Source: an optimization exercise on an open RTL-to-GDS flow (aim: small area). Production flows keep margins and buffers that such runs may drop.
RTL that was checked went through simulation tests only; none was proved equivalent to the original.

==> cedar: inputs <==
## cpu_id_ex_top
module cpu_id_ex_top (
    input  logic                            clk,
    input  logic                            rst,
    input  logic                            cpu_en,
    input  logic [31:0]                     id_instruction,
    input  logic [31:0]                     id_pc,
    input  logic                            wb_en,
    input  logic [mips_pkg::REG_ADDR_W-1:0] wb_addr,
    input  logic [31:0]                     wb_data,
    output logic                            stall,
    output logic                            branch_taken,
    output logic [31:0]                     branch_target,
    output logic [31:0]                     ex_alu_result,
    output logic [31:0]                     ex_store_data,
    output logic [mips_pkg::REG_ADDR_W-1:0] ex_write_addr,
    output logic                            ex_reg_write,
    output logic                            ex_mem_write,
    output logic                            ex_mem_to_reg,
    output logic                            ex_undefined
);
    logic [31:1] we, wdec;
    logic [31:0] wdata;
    logic [31:0] q [32];               
    logic [31:0] sel_rs, sel_rt;
    logic [31:0] a, b;
  ...
export LEC_CHECK = 0
export CAP_MARGIN = 20
export CORE_MARGIN = 2
export CORE_UTILIZATION = 50
export SLEW_MARGIN = 20
export SYNTH_HIERARCHICAL = 1
create_clock -name core_clock -period 9.5 [get_ports {clk}]
standard.sh (not shown) runs the stock make flow with config.mk's settings and CLKGATE_MAP_FILE= SYNTH_SCRIPT=/design/flow/synth_recipe.tcl, a recipe that flattens the netlist after the stock synthesis.
==> flow/flow/run.sh <==
#!/bin/bash
# Layout flow: the standard synthesis, then every combinational cell set
# to the smallest drive strength of its family (the repair steps that follow
# size up wherever timing, slew or capacitance need it), then the standard flow's
# standard layout steps with: sizing not tied to the cell footprint,
# buf_1 port buffers, and smaller clock-tree buffers in larger sink
# clusters without CTS dummy loads. Each tool's output goes to a log here.
set -euo pipefail
R=orfs/results/${FLOW_PLATFORM}/cpu_id_ex_top/base
LIB=${FLOW_HOME}/platforms/${FLOW_PLATFORM}/lib/sky130_fd_sc_hd__tt_025C_1v80.lib

bash standard.sh synth > synth.log 2>&1
cp $R/1_2_yosys.v synth_netlist_orig.v
python3 flow/downsize.py $R/1_2_yosys.v $LIB > downsize.log 2>&1

export CTS_ARGS="-sink_clustering_enable -repair_clock_nets -dont_use_dummy_load -sink_clustering_size 14 -sink_clustering_max_diameter 60 -buf_list {sky130_fd_sc_hd__clkbuf_4 sky130_fd_sc_hd__clkbuf_8}"
export BUFFER_PORTS_ARGS="-buffer_cell sky130_fd_sc_hd__buf_1"
bash standard.sh MATCH_CELL_FOOTPRINT=0 finish > layout.log 2>&1
Other scripts of this flow, unchanged in this note and not shown: flow/flow/downsize.py
==> inputs of harbor, as changes to cedar <==
==> flow/flow/run.sh (replaced) <==
#!/bin/bash
# Layout flow: the standard synthesis, then every combinational cell set
# to the smallest drive strength of its family (the repair steps that follow
# size up wherever timing, slew or capacitance need it), then the standard flow's
# standard layout steps with: sizing not tied to the cell footprint, area
# recovery on paths with slack, buf_1 port buffers, and smaller clock-tree
# buffers without CTS dummy loads. Each tool's output goes to a log here.
set -euo pipefail
R=orfs/results/${FLOW_PLATFORM}/cpu_id_ex_top/base
LIB=${FLOW_HOME}/platforms/${FLOW_PLATFORM}/lib/sky130_fd_sc_hd__tt_025C_1v80.lib

bash standard.sh synth > synth.log 2>&1
cp $R/1_2_yosys.v synth_netlist_orig.v
python3 flow/downsize.py $R/1_2_yosys.v $LIB > downsize.log 2>&1

export CTS_ARGS="-sink_clustering_enable -repair_clock_nets -dont_use_dummy_load -buf_list {sky130_fd_sc_hd__clkbuf_4 sky130_fd_sc_hd__clkbuf_8}"
export BUFFER_PORTS_ARGS="-buffer_cell sky130_fd_sc_hd__buf_1"
bash standard.sh MATCH_CELL_FOOTPRINT=0 RECOVER_POWER=100 finish > layout.log 2>&1
- CORE_UTILIZATION: 50 -> 55
- GPL_TIMING_DRIVEN: not set -> 0
==> inputs of indigo, as changes to cedar <==
--- a/flow/design.v
+++ b/flow/design.v
@@ -54,13 +54,12 @@
 module rf_write (
     input  logic        rst,
     input  logic        wb_en,
     input  logic [4:0]  wb_addr,
     input  logic [31:0] wb_data,
     output logic [31:1] we,
-    output logic [31:1] wdec,     
     output logic [31:0] wdata
 );
     logic [4:0] an;
     logic [3:0] lon;      
     logic [7:0] hin;      
     logic       rstn;
@@ -74,49 +73,50 @@
     for (genvar m = 0; m < 8; m++) begin : g_hi
         c_nand4 i_n (.a (m[2] ? wb_addr[4] : an[4]), .b (m[1] ? wb_addr[3] : an[3]),
                      .c (m[0] ? wb_addr[2] : an[2]), .d (wb_en), .y (hin[m]));
     end
     for (genvar i = 1; i < 32; i++) begin : g_we
         c_o21ai i_o (.a1 (hin[i >> 2]), .a2 (lon[i & 3]), .b1 (rstn), .y (we[i]));
-        c_nor2  i_d (.a (hin[i >> 2]), .b (lon[i & 3]), .y (wdec[i]));
     end
     for (genvar j = 0; j < 32; j++) begin : g_wd
         c_and2 i_a (.a (wb_data[j]), .b (rstn), .y (wdata[j]));
     end
 endmodule
 module rf_byp (
     input  logic [4:0] addr,
     input  logic       wb_en,
     input  logic [4:0] wb_addr,
-    output logic       byp
+    output logic       byp,
+    output logic       bypn
 );
-    assign byp = wb_en && (wb_addr == addr) && (addr != 5'd0);
+    assign byp  = wb_en && (wb_addr == addr) && (addr != 5'd0);
+    assign bypn = !byp;
 endmodule
 module rf_rsel (
     input  logic [4:0]  addr,
     input  logic        wb_en,
     input  logic [4:0]  wb_addr,
-    input  logic [31:1] wdec,
     output logic [31:0] sel
 );
+    logic       bypn;
     logic [4:0] an;
     logic [3:0] lon;
     logic [7:0] hin;
-    rf_byp i_byp (.addr, .wb_en, .wb_addr, .byp (sel[0]));
+    rf_byp i_byp (.addr, .wb_en, .wb_addr, .byp (sel[0]), .bypn);
     for (genvar j = 0; j < 5; j++) begin : g_an
         c_inv i_inv (.a (addr[j]), .y (an[j]));
     end
     for (genvar k = 0; k < 4; k++) begin : g_lo
         c_nand2 i_n (.a (k[1] ? addr[1] : an[1]), .b (k[0] ? addr[0] : an[0]), .y (lon[k]));
     end
     for (genvar m = 0; m < 8; m++) begin : g_hi
-        c_nand3 i_n (.a (m[2] ? addr[4] : an[4]), .b (m[1] ? addr[3] : an[3]),
-                     .c (m[0] ? addr[2] : an[2]), .y (hin[m]));
+        c_nand4 i_n (.a (m[2] ? addr[4] : an[4]), .b (m[1] ? addr[3] : an[3]),
+                     .c (m[0] ? addr[2] : an[2]), .d (bypn), .y (hin[m]));
     end
     for (genvar i = 1; i < 32; i++) begin : g_sel
-        c_nor3 i_n (.a (hin[i >> 2]), .b (lon[i & 3]), .c (wdec[i]), .y (sel[i]));
+        c_nor2 i_n (.a (hin[i >> 2]), .b (lon[i & 3]), .y (sel[i]));
     end
 endmodule
 module rf_rbit (
     input  logic [31:0] sel,
     input  logic [31:0] d,
     output logic        y
@@ -300,13 +300,12 @@
 `timescale 1ns/1ns
 module c_inv    (input logic a, output logic y);                 assign y = ~a;                            endmodule
 module c_nand2  (input logic a, b, output logic y);              assign y = ~(a & b);                      endmodule
 module c_nand3  (input logic a, b, c, output logic y);           assign y = ~(a & b & c);                  endmodule
 module c_nand4  (input logic a, b, c, d, output logic y);        assign y = ~(a & b & c & d);              endmodule
 module c_nor2   (input logic a, b, output logic y);              assign y = ~(a | b);                      endmodule
-module c_nor3   (input logic a, b, c, output logic y);           assign y = ~(a | b | c);                  endmodule
 module c_nor4   (input logic a, b, c, d, output logic y);        assign y = ~(a | b | c | d);              endmodule
 module c_and2   (input logic a, b, output logic y);              assign y = a & b;                         endmodule
 module c_andn   (input logic a, bn, output logic y);             assign y = a & ~bn;                       endmodule
 module c_or3    (input logic a, b, c, output logic y);           assign y = a | b | c;                     endmodule
 module c_xor2   (input logic a, b, output logic y);              assign y = a ^ b;                         endmodule
 module c_xnor2  (input logic a, b, output logic y);              assign y = ~(a ^ b);                      endmodule
@@ -478,28 +477,28 @@
     output logic [mips_pkg::REG_ADDR_W-1:0] ex_write_addr,
     output logic                            ex_reg_write,
     output logic                            ex_mem_write,
     output logic                            ex_mem_to_reg,
     output logic                            ex_undefined
 );
-    logic [31:1] we, wdec;
+    logic [31:1] we;
     logic [31:0] wdata;
     logic [31:0] q [32];               
     logic [31:0] sel_rs, sel_rt;
     logic [31:0] a, b;
-    rf_write i_rf_write (.rst, .wb_en, .wb_addr, .wb_data, .we, .wdec, .wdata);
+    rf_write i_rf_write (.rst, .wb_en, .wb_addr, .wb_data, .we, .wdata);
     assign q[0] = wb_data;
     for (genvar i = 1; i < 32; i++) begin : g_reg
         logic [31:0] r;
         always_ff @(posedge clk) begin
             if (we[i]) r <= wdata;
         end
         assign q[i] = r;
     end
-    rf_rsel i_sel_rs (.addr (id_instruction[25:21]), .wb_en, .wb_addr, .wdec, .sel (sel_rs));
-    rf_rsel i_sel_rt (.addr (id_instruction[20:16]), .wb_en, .wb_addr, .wdec, .sel (sel_rt));
+    rf_rsel i_sel_rs (.addr (id_instruction[25:21]), .wb_en, .wb_addr, .sel (sel_rs));
+    rf_rsel i_sel_rt (.addr (id_instruction[20:16]), .wb_en, .wb_addr, .sel (sel_rt));
     for (genvar k = 0; k < 32; k++) begin : g_rbit
         logic [31:0] d;
         for (genvar i = 0; i < 32; i++) begin : g_d
             assign d[i] = q[i][k];
         end
         rf_rbit i_rs (.sel (sel_rs), .d, .y (a[k]));
==> flow/flow/run.sh (replaced) <==
#!/bin/bash
# Layout flow: the standard synthesis, then every combinational cell set
# to the smallest drive strength of its family (the repair steps that follow
# size up wherever timing, slew or capacitance need it), then the standard flow's
# standard layout steps with smaller clock-tree buffers and no CTS dummy
# loads. Each tool's output goes to a log file of its own here.
set -euo pipefail
R=orfs/results/${FLOW_PLATFORM}/cpu_id_ex_top/base
LIB=${FLOW_HOME}/platforms/${FLOW_PLATFORM}/lib/sky130_fd_sc_hd__tt_025C_1v80.lib

bash standard.sh synth > synth.log 2>&1
cp $R/1_2_yosys.v synth_netlist_orig.v
python3 flow/downsize.py $R/1_2_yosys.v $LIB > downsize.log 2>&1

export CTS_ARGS="-sink_clustering_enable -repair_clock_nets -dont_use_dummy_load -buf_list {sky130_fd_sc_hd__clkbuf_4 sky130_fd_sc_hd__clkbuf_8}"
bash standard.sh finish > layout.log 2>&1
- CORE_UTILIZATION: 50 -> 40
==> flow_summary.ini <==
[status]
outcome = failed layout checks
so_faults = capacitance limit, slew limit, setup timing

[synth]
syn_area_per_cell_um2 = 15.4

[sta]
slew_viol_final = 610
timing.final.setup_violations = 12
finalWorstSetupSlack_ns = -0.0560

[flow_run]
max-cap-violations = 19
the above is filed under harbor

==> flow_summary.ini <==
[status]
outcome = complete, no violations

[sta]
slew_viol_final = 0
finalWorstSetupSlack_ns = 0.170
timing.final.setup_violations = 0

[placement]
gp_congestion = 0.980

[flow_run]
max-cap-violations = 0

[synth]
syn_area_per_cell_um2 = 15.4
the above is filed under cedar

==> flow_summary.ini <==
[power_and_ir_drop]
clockPowerShare = 0.281
power_clock_w = 0.00326

[synth]
syn_area_per_cell_um2 = 15.4

[status]
outcome = complete, no violations

[sta]
slew_viol_final = 0

[flow_run]
max-cap-violations = 0

[clock_tree]
path_clk_slew_ns = 0.06
the above is filed under indigo

No functional check of the RTL was part of indigo.

-- port drivers added, routing unchanged --
In the flow no input, the clock included, has a driving cell. The finished layouts below were timed again as built, in two steps. Step 1 (the two cells are an assumption about what drives the block):
set clk [get_ports {clk}]
set_driving_cell -lib_cell sky130_fd_sc_hd__clkbuf_16 $clk
set_driving_cell -lib_cell sky130_fd_sc_hd__buf_2 [delete_from_list [all_inputs] $clk]
Step 2, shift: input delay + t, output delay - t, t = (earliest + latest rising clock arrival at the registers) / 2. This alone moves slack from input paths to output paths. Slacks: no drivers / after step 1 / after step 2; pairs: no drivers / after step 1.
| run | t (ns) | setup WS [ns] | hold WS [ns] | worst data-port slew with drivers (ns) | cell pins on the clock port's net |
|---|---|---|---|---|---|
| cedar | 0.823 | 0.170 / 0.094 / -0.128 | 0.864 / 0.864 / 0.864 | 0.20 | 1 |
| harbor | 0.905 | -0.056 / -0.012 / -0.918 | 0.860 / 0.860 / 0.860 | 0.12 | 1 |
| indigo | 0.882 | 0.098 / 0.072 / -0.514 | 0.959 / 0.959 / 0.959 | 0.08 | 1 |
With both steps, setup timing fails in cedar and indigo, where it was met with ideal ports. For harbor, which loses most, drivers alone change the setup slack by +0.044 ns; drivers and shift together by -0.862 ns.
